Background: an optimization exercise with open tools, aiming at small area. Do not read the settings as production practice. The RTL was checked by simulation tests, not by an equivalence proof against the original design. Power figures rest on the tool's default switching activity, not on a simulated workload.

**design/flow/run.sh**
```bash
#!/bin/bash
# synth_recipe.tcl (not shown) runs the flow's synth.tcl, then flattens the netlist and writes it again
# the make line also repeats each setting of config.mk as NAME=value (left out here)
make -C /OpenROAD-flow-scripts/flow DESIGN_CONFIG=/design/flow/config.mk WORK_HOME=/design/flow/orfs CLKGATE_MAP_FILE= SYNTH_SCRIPT=/design/flow/synth_recipe.tcl finish
```
**design/flow/config.mk**
```make
export PLATFORM = sky130hd
export DESIGN_NAME = xmit_top
export DESIGN_NICKNAME = xmit_top
export VERILOG_FILES = /design/flow/design.v
export SDC_FILE = /design/flow/constraint.sdc
export NUM_CORES = 4
export LEC_CHECK = 0
export CAP_MARGIN = 20
export CORE_MARGIN = 2
export CORE_UTILIZATION = 40
export SLEW_MARGIN = 20
```
**design/flow/constraint.sdc**
```tcl
create_clock -name core_clock -period 8.0 [get_ports {clk}]
set_input_delay 1.6000 -clock core_clock [delete_from_list [all_inputs] [get_ports {clk}]]
set_output_delay 1.6000 -clock core_clock [all_outputs]
set_load 0.01 [all_outputs]
```
**design/flow/design.v**
```verilog
`default_nettype none
package xmit_pkg;
    typedef logic [7:0] byte_t;
    typedef logic [8:0] buf_addr_t;
    typedef logic [15:0] crc_t;
    typedef enum logic [1:0] {
        SRC_PREAMBLE,
        SRC_SFD,
        SRC_HOST,
        SRC_MAC
    } src_sel_t;
    typedef enum logic [1:0] {
        TM_DIFS,
        TM_BACKOFF,
        TM_ACK
    } timer_mode_t;
    localparam byte_t PREAMBLE_BYTE = 8'h55;
    localparam byte_t SFD_BYTE      = 8'hd0;
    localparam byte_t FTYPE_NO_CRC  = 8'h30;
    localparam byte_t FTYPE_ACK_REQ = 8'h32;
    localparam int MAX_PAYLOAD  = 256;
    localparam int MAX_ATTEMPTS = 5;
endpackage
`default_nettype wire
`default_nettype none
module frame_assembler (
    input  logic     clk,
    input  logic     rst,
    input  xmit_pkg::src_sel_t src_sel,
    input  logic     wr_en,
    input  logic     xvalid,
    input  xmit_pkg::byte_t    xdata,
    input  xmit_pkg::byte_t    mac,
    output xmit_pkg::byte_t    wr_data,
    output xmit_pkg::byte_t    frame_type
);
    logic [1:0] host_idx;
    logic       host_wr;
    assign host_wr = wr_en && (src_sel == xmit_pkg::SRC_HOST) && xvalid;
    always_comb begin
        case (src_sel)
            xmit_pkg::SRC_PREAMBLE: wr_data = xmit_pkg::PREAMBLE_BYTE;
            xmit_pkg::SRC_SFD:      wr_data = xmit_pkg::SFD_BYTE;
            xmit_pkg::SRC_MAC:      wr_data = mac;
            default:      wr_data = xdata;
        endcase
    end
    always_ff @(posedge clk) begin
        if (rst) begin
            host_idx   <= '0;
            frame_type <= '0;
        end else if (wr_en && src_sel == xmit_pkg::SRC_PREAMBLE) begin
            host_idx <= '0;
        end else if (host_wr) begin
            if (host_idx != 2'd2)
                host_idx <= host_idx + 2'd1;
            if (host_idx == 2'd1)
                frame_type <= xdata;
        end
    end
endmodule
`default_nettype wire
`default_nettype none
module frame_buffer (
    input  logic      clk,
    input  logic      rst,
    input  logic      wr_en,
    input  xmit_pkg::byte_t     wr_data,
    input  logic      rd_en,
    input  logic      buf_restart,
    output xmit_pkg::byte_t     rd_data,
    output xmit_pkg::buf_addr_t wr_count,
    output xmit_pkg::buf_addr_t rd_count
);
    xmit_pkg::byte_t     mem [0:511];
    xmit_pkg::buf_addr_t wr_ptr;
    xmit_pkg::buf_addr_t rd_ptr;
    xmit_pkg::buf_addr_t wr_addr;
    logic      new_frame;
    assign new_frame = wr_en && (rd_ptr != '0);
    assign wr_addr   = new_frame ? '0 : wr_ptr;
    assign wr_count  = wr_ptr;
    assign rd_count  = rd_ptr;
    always_ff @(posedge clk) begin
        if (wr_en)
            mem[wr_addr] <= wr_data;
        if (rd_en)
            rd_data <= mem[rd_ptr];
    end
    always_ff @(posedge clk) begin
        if (rst) begin
            wr_ptr <= '0;
            rd_ptr <= '0;
        end else begin
            if (wr_en)
                wr_ptr <= wr_addr + 9'd1;
            if (buf_restart || new_frame)
                rd_ptr <= '0;
            else if (rd_en)
                rd_ptr <= rd_ptr + 9'd1;
        end
    end
endmodule
`default_nettype wire
`default_nettype none
module crc16_gen (
    input  logic  clk,
    input  logic  rst,
    input  logic  crc_clr,
    input  logic  crc_en,
    input  logic  crc_xmit,
    input  xmit_pkg::byte_t rd_data,
    input  logic  mx_rdy,
    input  logic  mx_valid,
    output xmit_pkg::byte_t mx_data,
    output logic  crc_done
);
    localparam xmit_pkg::crc_t crc_poly = 16'h1021;
    localparam xmit_pkg::crc_t crc_init = 16'hffff;
    xmit_pkg::crc_t crc;
    logic lo_sel;
    logic take;
    function automatic logic [15:0] crc_byte(input logic [15:0] c, input logic [7:0] d);
        logic [15:0] r;
        r = c ^ {d, 8'h00};
        for (int i = 0; i < 8; i++)
            r = r[15] ? ({r[14:0], 1'b0} ^ crc_poly) : {r[14:0], 1'b0};
        crc_byte = r;
    endfunction
    assign take     = mx_valid && mx_rdy;
    assign mx_data  = crc_xmit ? (lo_sel ? crc[7:0] : crc[15:8]) : rd_data;
    assign crc_done = crc_xmit && take && lo_sel;
    always_ff @(posedge clk) begin
        if (rst || crc_clr) begin
            crc    <= crc_init;
            lo_sel <= 1'b0;
        end else begin
            if (crc_en && take)
                crc <= crc_byte(crc, rd_data);
            if (crc_xmit && take)
                lo_sel <= !lo_sel;
        end
    end
endmodule
`default_nettype wire
`default_nettype none
module medium_timer #(
    parameter int difs_ticks = 16,
    parameter int slot_ticks = 4,
    parameter int ack_ticks  = 64
) (
    input  logic        clk,
    input  logic        rst,
    input  logic        tick,
    input  logic        timer_start,
    input  xmit_pkg::timer_mode_t timer_mode,
    output logic        timer_expired
);
    logic [15:0] lfsr;
    logic [15:0] count;
    logic [15:0] load_val;
    logic        active;
    always_comb begin
        case (timer_mode)
            xmit_pkg::TM_ACK:     load_val = 16'(ack_ticks);
            xmit_pkg::TM_BACKOFF: load_val = 16'(difs_ticks) + 16'(lfsr[3:0]) * 16'(slot_ticks);
            default:    load_val = 16'(difs_ticks);
        endcase
    end
    always_ff @(posedge clk) begin
        if (rst) begin
            lfsr          <= 16'hace1;
            count         <= '0;
            active        <= 1'b0;
            timer_expired <= 1'b0;
        end else begin
            lfsr          <= {lfsr[14:0], lfsr[15] ^ lfsr[13] ^ lfsr[12] ^ lfsr[10]};
            timer_expired <= 1'b0;
            if (timer_start) begin
                count  <= load_val;
                active <= 1'b1;
            end else if (active && tick) begin
                if (count <= 16'd1) begin
                    active        <= 1'b0;
                    timer_expired <= 1'b1;
                end else begin
                    count <= count - 16'd1;
                end
            end
        end
    end
endmodule
`default_nettype wire
`default_nettype none
module xmit_controller #(
    parameter int preamble_len = 2
) (
    input  logic        clk,
    input  logic        rst,
    input  logic        xvalid,
    input  logic        xsend,
    output logic        xrdy,
    output logic        xbusy,
    input  logic        cardet,
    input  logic        ack_received,
    input  logic        mx_rdy,
    output logic        mx_valid,
    output logic [3:0]  xerrcnt,
    output logic        wr_en,
    output xmit_pkg::src_sel_t    src_sel,
    output logic        buf_restart,
    output logic        rd_en,
    input  xmit_pkg::buf_addr_t   wr_count,
    input  xmit_pkg::buf_addr_t   rd_count,
    input  xmit_pkg::byte_t       frame_type,
    output logic        crc_clr,
    output logic        crc_en,
    output logic        crc_xmit,
    input  logic        crc_done,
    output logic        timer_start,
    output xmit_pkg::timer_mode_t timer_mode,
    input  logic        timer_expired
);
    typedef enum logic [3:0] {
        LOAD_PRE, LOAD_SFD, IDLE, LOAD_MAC, LOAD_TYPE, LOAD_DATA,
        SEND_FETCH, SEND_DATA, SEND_CRC, WAIT_DIFS, WAIT_BACKOFF, WAIT_ACK
    } state_t;
    localparam xmit_pkg::buf_addr_t crc_first = xmit_pkg::buf_addr_t'(preamble_len + 2);
    state_t     state, next;
    logic [7:0] pre_ct;
    logic [7:0] data_ct;
    logic [2:0] attempt_ct;
    logic       sending;
    logic       frame_end;
    logic       give_up;
    logic       retry;
    assign sending  = (state == SEND_FETCH) || (state == SEND_DATA) || (state == SEND_CRC);
    assign xrdy     = (state == IDLE) || (state == LOAD_TYPE) || (state == LOAD_DATA);
    assign mx_valid = ((state == SEND_DATA) || (state == SEND_CRC)) && !cardet;
    assign crc_xmit = (state == SEND_CRC);
    assign crc_en   = (state == SEND_DATA) && (rd_count >= crc_first);
    always_ff @(posedge clk) begin
        if (rst) begin
            state      <= LOAD_PRE;
            pre_ct     <= '0;
            data_ct    <= '0;
            attempt_ct <= '0;
            xbusy      <= 1'b0;
            xerrcnt    <= '0;
        end else begin
            state  <= next;
            pre_ct <= (state == LOAD_PRE) ? pre_ct + 8'd1 : 8'd0;
            if (state == IDLE) begin
                data_ct    <= '0;
                attempt_ct <= '0;
            end
            if (state == LOAD_DATA && xvalid)
                data_ct <= data_ct + 8'd1;
            if (retry)
                attempt_ct <= attempt_ct + 3'd1;
            if (state == IDLE && xvalid)
                xbusy <= 1'b1;
            else if (frame_end)
                xbusy <= 1'b0;
            if (give_up && xerrcnt != 4'hf)
                xerrcnt <= xerrcnt + 4'd1;
        end
    end
    always_comb begin
        next        = state;
        wr_en       = 1'b0;
        src_sel     = xmit_pkg::SRC_HOST;
        rd_en       = 1'b0;
        buf_restart = 1'b0;
        crc_clr     = 1'b0;
        timer_start = 1'b0;
        timer_mode  = xmit_pkg::TM_DIFS;
        frame_end   = 1'b0;
        give_up     = 1'b0;
        retry       = 1'b0;
        case (state)
            LOAD_PRE: begin
                crc_clr = 1'b1;
                wr_en   = 1'b1;
                src_sel = xmit_pkg::SRC_PREAMBLE;
                if (pre_ct == 8'(preamble_len - 1))
                    next = LOAD_SFD;
            end
            LOAD_SFD: begin
                wr_en   = 1'b1;
                src_sel = xmit_pkg::SRC_SFD;
                next    = IDLE;
            end
            IDLE: begin
                if (xvalid) begin
                    wr_en = 1'b1;
                    next  = LOAD_MAC;
                end
            end
            LOAD_MAC: begin
                wr_en   = 1'b1;
                src_sel = xmit_pkg::SRC_MAC;
                next    = LOAD_TYPE;
            end
            LOAD_TYPE: begin
                if (xvalid) begin
                    wr_en = 1'b1;
                    next  = LOAD_DATA;
                end
            end
            LOAD_DATA: begin
                if (xvalid) begin
                    wr_en = 1'b1;
                    if (xsend || data_ct == 8'(xmit_pkg::MAX_PAYLOAD - 1))
                        next = SEND_FETCH;
                end
            end
            SEND_FETCH: begin
                rd_en = 1'b1;
                next  = SEND_DATA;
            end
            SEND_DATA: begin
                if (mx_rdy) begin
                    if (rd_count == wr_count) begin
                        if (frame_type == xmit_pkg::FTYPE_NO_CRC) begin
                            frame_end = 1'b1;
                            next      = LOAD_PRE;
                        end else begin
                            next = SEND_CRC;
                        end
                    end else begin
                        rd_en = 1'b1;
                    end
                end
            end
            SEND_CRC: begin
                if (crc_done) begin
                    if (frame_type == xmit_pkg::FTYPE_ACK_REQ) begin
                        timer_start = 1'b1;
                        timer_mode  = xmit_pkg::TM_ACK;
                        next        = WAIT_ACK;
                    end else begin
                        frame_end = 1'b1;
                        next      = LOAD_PRE;
                    end
                end
            end
            WAIT_DIFS, WAIT_BACKOFF: begin
                if (timer_expired) begin
                    if (cardet) begin
                        timer_start = 1'b1;
                        timer_mode  = xmit_pkg::TM_BACKOFF;
                        next        = WAIT_BACKOFF;
                    end else begin
                        next = SEND_FETCH;
                    end
                end
            end
            WAIT_ACK: begin
                if (ack_received) begin
                    frame_end = 1'b1;
                    next      = LOAD_PRE;
                end else if (timer_expired) begin
                    if (attempt_ct < 3'(xmit_pkg::MAX_ATTEMPTS)) begin
                        retry       = 1'b1;
                        buf_restart = 1'b1;
                        crc_clr     = 1'b1;
                        next        = SEND_FETCH;
                    end else begin
                        give_up   = 1'b1;
                        frame_end = 1'b1;
                        next      = LOAD_PRE;
                    end
                end
            end
            default: next = LOAD_PRE;
        endcase
        if (sending && cardet) begin
            next        = WAIT_DIFS;
            rd_en       = 1'b0;
            buf_restart = 1'b1;
            crc_clr     = 1'b1;
            timer_start = 1'b1;
            timer_mode  = xmit_pkg::TM_DIFS;
            frame_end   = 1'b0;
        end
    end
endmodule
`default_nettype wire
`default_nettype none
module xmit_top #(
    parameter int preamble_len = 2,
    parameter int difs_ticks   = 16,
    parameter int slot_ticks   = 4,
    parameter int ack_ticks    = 64
) (
    input  logic       clk,
    input  logic       rst,
    input  logic       xvalid,
    input  logic       xsend,
    input  xmit_pkg::byte_t      xdata,
    output logic       xrdy,
    input  xmit_pkg::byte_t      mac,
    input  logic       cardet,
    input  logic       ack_received,
    input  logic       tick,
    input  logic       mx_rdy,
    output logic       mx_valid,
    output xmit_pkg::byte_t      mx_data,
    output logic       xbusy,
    output logic [3:0] xerrcnt
);
    logic        wr_en;
    xmit_pkg::src_sel_t    src_sel;
    logic        buf_restart;
    logic        rd_en;
    xmit_pkg::buf_addr_t   wr_count;
    xmit_pkg::buf_addr_t   rd_count;
    xmit_pkg::byte_t       wr_data;
    xmit_pkg::byte_t       rd_data;
    xmit_pkg::byte_t       frame_type;
    logic        crc_clr;
    logic        crc_en;
    logic        crc_xmit;
    logic        crc_done;
    logic        timer_start;
    xmit_pkg::timer_mode_t timer_mode;
    logic        timer_expired;
    xmit_controller #(
        .preamble_len(preamble_len)
    ) xmit_controller_inst (
        .clk(clk), .rst(rst),
        .xvalid(xvalid), .xsend(xsend), .xrdy(xrdy), .xbusy(xbusy),
        .cardet(cardet), .ack_received(ack_received),
        .mx_rdy(mx_rdy), .mx_valid(mx_valid), .xerrcnt(xerrcnt),
        .wr_en(wr_en), .src_sel(src_sel), .buf_restart(buf_restart), .rd_en(rd_en),
        .wr_count(wr_count), .rd_count(rd_count), .frame_type(frame_type),
        .crc_clr(crc_clr), .crc_en(crc_en), .crc_xmit(crc_xmit), .crc_done(crc_done),
        .timer_start(timer_start), .timer_mode(timer_mode), .timer_expired(timer_expired)
    );
    frame_assembler frame_assembler_inst (
        .clk(clk), .rst(rst),
        .src_sel(src_sel), .wr_en(wr_en), .xvalid(xvalid), .xdata(xdata), .mac(mac),
        .wr_data(wr_data), .frame_type(frame_type)
    );
    frame_buffer frame_buffer_inst (
        .clk(clk), .rst(rst),
        .wr_en(wr_en), .wr_data(wr_data), .rd_en(rd_en), .buf_restart(buf_restart),
        .rd_data(rd_data), .wr_count(wr_count), .rd_count(rd_count)
    );
    crc16_gen crc16_gen_inst (
        .clk(clk), .rst(rst),
        .crc_clr(crc_clr), .crc_en(crc_en), .crc_xmit(crc_xmit), .rd_data(rd_data),
        .mx_rdy(mx_rdy), .mx_valid(mx_valid), .mx_data(mx_data), .crc_done(crc_done)
    );
    medium_timer #(
        .difs_ticks(difs_ticks),
        .slot_ticks(slot_ticks),
        .ack_ticks(ack_ticks)
    ) medium_timer_inst (
        .clk(clk), .rst(rst),
        .tick(tick), .timer_start(timer_start), .timer_mode(timer_mode),
        .timer_expired(timer_expired)
    );
endmodule
`default_nettype wire
```
==> flow_metrics.tcl <==
set metrics [dict create \
    port_buffers 38 \
    place_area_mm2 0.171 \
    synth.avg_cell_area_um2 20.7 \
    relSlewSlack 0.177 \
    cts-root-buf "clkbuf_16" \
    postCtsHoldBufs 0 \
    yosysSeqAreaShare 0.764 \
    numCtsBuffers 414 \
    rr_endpoint "frame_buffer_inst.rd_data[1]$_DFFE_PP_" \
    core_area_mm2 0.409 \
    drive_gt1_frac 0.228 \
    synthTopCellsByArea "edfxtp_1 (75%), mux4_2 (14%), mux2i_1 (1.8%)" \
    yosys.area.top_type "edfxtp_1" \
    period_share 0.709 \
    synthCells 7927 \
    hold_viol_final 0 \
    hpwl_mm 293 \
    worst_ep_required_time_ns 8.68 \
    first_pass_iters 5 \
    grt_pass1_wl_mm 680 \
    clkTransAtPathRegs_ns 0.07 \
    reg2reg_depth 9 \
    r2r-start "frame_buffer_inst.rd_ptr[0]$_SDFFE_PP0P_" \
    ys_types 78 \
    drc 0 \
    path_class "flop to flop" \
    yosysMostFrequentCell "edfxtp_1" \
    rsz0062_at_grt "no" \
    worstHoldEndpoint "medium_timer_inst.lfsr[10]$_SDFF_PP1_" \
    antenna_found_initial 24 \
    holdCritStartpoint "medium_timer_inst.lfsr[9]$_SDFF_PP0_" \
    synth_nets 7969 \
    power_mw 51.8 \
    start_kind "flop" \
    yosys_most_used_dff "edfxtp_1" \
    min_delay_path_depth 1 \
    ys_warn_count 5 \
    leakagePower_nw 55.2 \
    peakVddDrop_v 0.000410 \
    syn2layout_area_growth_pct 12.8 \
    antenna_left 0 \
    dp_slack_ns 1.76 \
    grt_max_degree 142 \
    crit_arrival_ns 6.36 \
    routed_wl_mm 491 \
    rows 235 \
    fmax_mhz 176 \
    min_period_ns 5.67 \
    clk_latency_ns 0.98 \
    start_util 0.401 \
    cts_tree "done" \
    crit_fanout 86 \
    worst_setup_path_end_kind "flop" \
    maxCapViolations 0 \
    finalSetupTns_ns 0 \
    ys_ff_latch 4211 \
    grt_overflow 0 \
    synth_top_area_share 0.751 \
    dr.first_iter.drc_count 13100 \
    synthTopCellsByCount "edfxtp_1 (4104), mux4_2 (1012), nor2_1 (654), mux2i_1 (292), nand2_1 (246)" \
    grt_pass1_vias 82700 \
    die_area_mm2 0.415 \
    busiest_layer "met2" \
    use_met1 0.327 \
    rrSetupSlack_ns 2.33 \
    pin_count 39 \
    viasPerCell 6.08 \
    p_per_area_mw_per_mm2 280 \
    fp.dieW_um 645 \
    synth_edf_count 4104 \
    cts_setup_buffers 0 \
    fin_skew_ns 0.0526 \
    drv_slew 0 \
    setup_viol 0 \
    met2_usage 0.360 \
    grt_usage 0.232 \
    status "complete, no violations" \
    ys_async_sr_fraction 0 \
    synth_area_mm2 0.164 \
    cts.sinks 4211 \
    cts_buffer_depth 4 \
    gr-usage-met3 0.0533 \
    design_area_mm2 0.185 \
    fp.dieH_um 645 \
    worst_slack_ns 2.33 \
    ctsResizeCount 0 \
    wl_per_cell_um 35.3 \
    num_vias 84500 \
    tightestPinTransition_ns 1.23 \
    hp-class "flop to flop" \
    htreeDepth 5 \
    layout.nets 8136 \
    place.gp.congestion 0.926 \
]
state kept, by name (all words and copies together) (netlist names), 3 cells and up:
name                             count
frame_assembler_inst.frame_type      8
frame_buffer_inst.rd_data            8
frame_buffer_inst.mem             4096
medium_timer_inst.count             16
frame_buffer_inst.rd_ptr             9
crc16_gen_inst.crc                  16
xmit_controller_inst.pre_ct          8
xmit_controller_inst.attempt_ct      3
xmit_controller_inst.xerrcnt         4
xmit_controller_inst.data_ct         8
frame_buffer_inst.wr_ptr             9
xmit_controller_inst.state           4
medium_timer_inst.lfsr              16
worst max-delay path, stage by stage, from the launching register on:
cell and delay [ns]:
dfxtp_4 0.69, buf_12 0.53, buf_4 0.66, mux4_2 0.64, nand2_1 0.09, nand2_1 0.17, a2111oi_0 0.90, nand3_1 0.87
a21oi_1 0.46, a32oi_1 0.15
power breakdown:
group / switching [mW] / internal [mW]
combinational: 4.52 / 0.815
sequential: 0.0771 / 26.7
clock: 8.45 / 11.2
layout make-up:
type | instances | area, um2
Antenna cell | 15 | 37.5
Clock buffer | 491 | 10800
Clock inverter | 274 | 2810
Fill cell | 33700 | 224000
Inverter | 21 | 88.8
Multi-Input combinational cell | 3209 | 36600
Sequential cell | 4211 | 125000
Tap cell | 5451 | 6820
Timing Repair Buffer | 237 | 2530
logic make-up after synthesis:
group | Yosys count | synth area share
xor gates and xnor gates | 78 | 0.00416
DFF | 4211 | 0.764
adders and majority gates | 18 | 0.00137
AOI/OAI and AO/OA | 606 | 0.0264
muxes | 1317 | 0.158
and+or+nand+nor | 1190 | 0.0313
buffers and inverters | 507 | 0.0153
metrics by stage:
step	utilization	hold slack (ns)	cells
after detailed placement	0.419	0.394	13100
after global routing	0.453	0.413	13900
after CTS	0.453	0.405	13900
after global placement	0.419	0.397	13100
after floorplan	-	0.389	7927
final	0.453	0.406	13900
metal layers:
layer | part of all wire | wire length, um
met3 | 0.11 | 53800
met2 | 0.46 | 228000
met4 | 0.033 | 16000
met1 | 0.39 | 194000
met5 | 0.00022 | 108
how the worst max path moves through the flow:
stage,startpoint,endpoint,slack [ns]
floorplan,xdata[1],frame_buffer_inst.mem[0][1]$_DFFE_PP_,-1.56
global placement,xvalid,frame_buffer_inst.mem[509][4]$_DFFE_PP_,1.80
detailed placement,xvalid,frame_buffer_inst.mem[493][4]$_DFFE_PP_,1.76
CTS,frame_buffer_inst.rd_ptr[0]$_SDFFE_PP0P_,frame_buffer_inst.rd_data[1]$_DFFE_PP_,2.64
global route,frame_buffer_inst.rd_ptr[0]$_SDFFE_PP0P_,frame_buffer_inst.rd_data[7]$_DFFE_PP_,2.32
finish,frame_buffer_inst.rd_ptr[0]$_SDFFE_PP0P_,frame_buffer_inst.rd_data[1]$_DFFE_PP_,2.33
layout by cell type (no fill, tap or decap), types with 20 or more instances in the layout:
cell type        count
xor2_1              25
clkdlybuf4s50_1     37
o221ai_1            63
a211oi_1            43
buf_12              53
nand3_1             71
o22ai_1             60
clkbuf_1            69
clkinv_1            78
a22o_1              26
nor2_1             647
buf_4              145
edfxtp_1          4104
mux2i_1            292
dfxtp_1             99
o21ai_0             54
nand4_1             20
o211ai_1            30
nor3_1              48
clkinv_2            76
mux4_2            1012
bufinv_16           48
xnor2_1             53
a22oi_1             84
nand2_1            230
a21oi_1            107
clkbuf_16          420
clkinvlp_4          37

-- port drivers added, routing unchanged --
In the flow no input, the clock included, has a driving cell. The finished layout below was timed again as built, in two steps.
Step 1, drivers: a clkbuf_16 drives clk and a buf_2 each remaining input, both assumed.
Step 2 times the ports against the registers' clock, not the clock port: input delays grow and output delays shrink by t, the midpoint of the rising clock arrivals with the driver on.
Three values: ideal ports, drivers, drivers and shift; two values: the first two.
t (ns): 1.070
slack for setup (ns): 2.325 / 2.325 / 1.644
worst setup path after step 2: input to register
After both steps this run still meets setup and hold. The setup slack of this run moves by 0.000 ns with the drivers and by -0.681 ns with both steps.
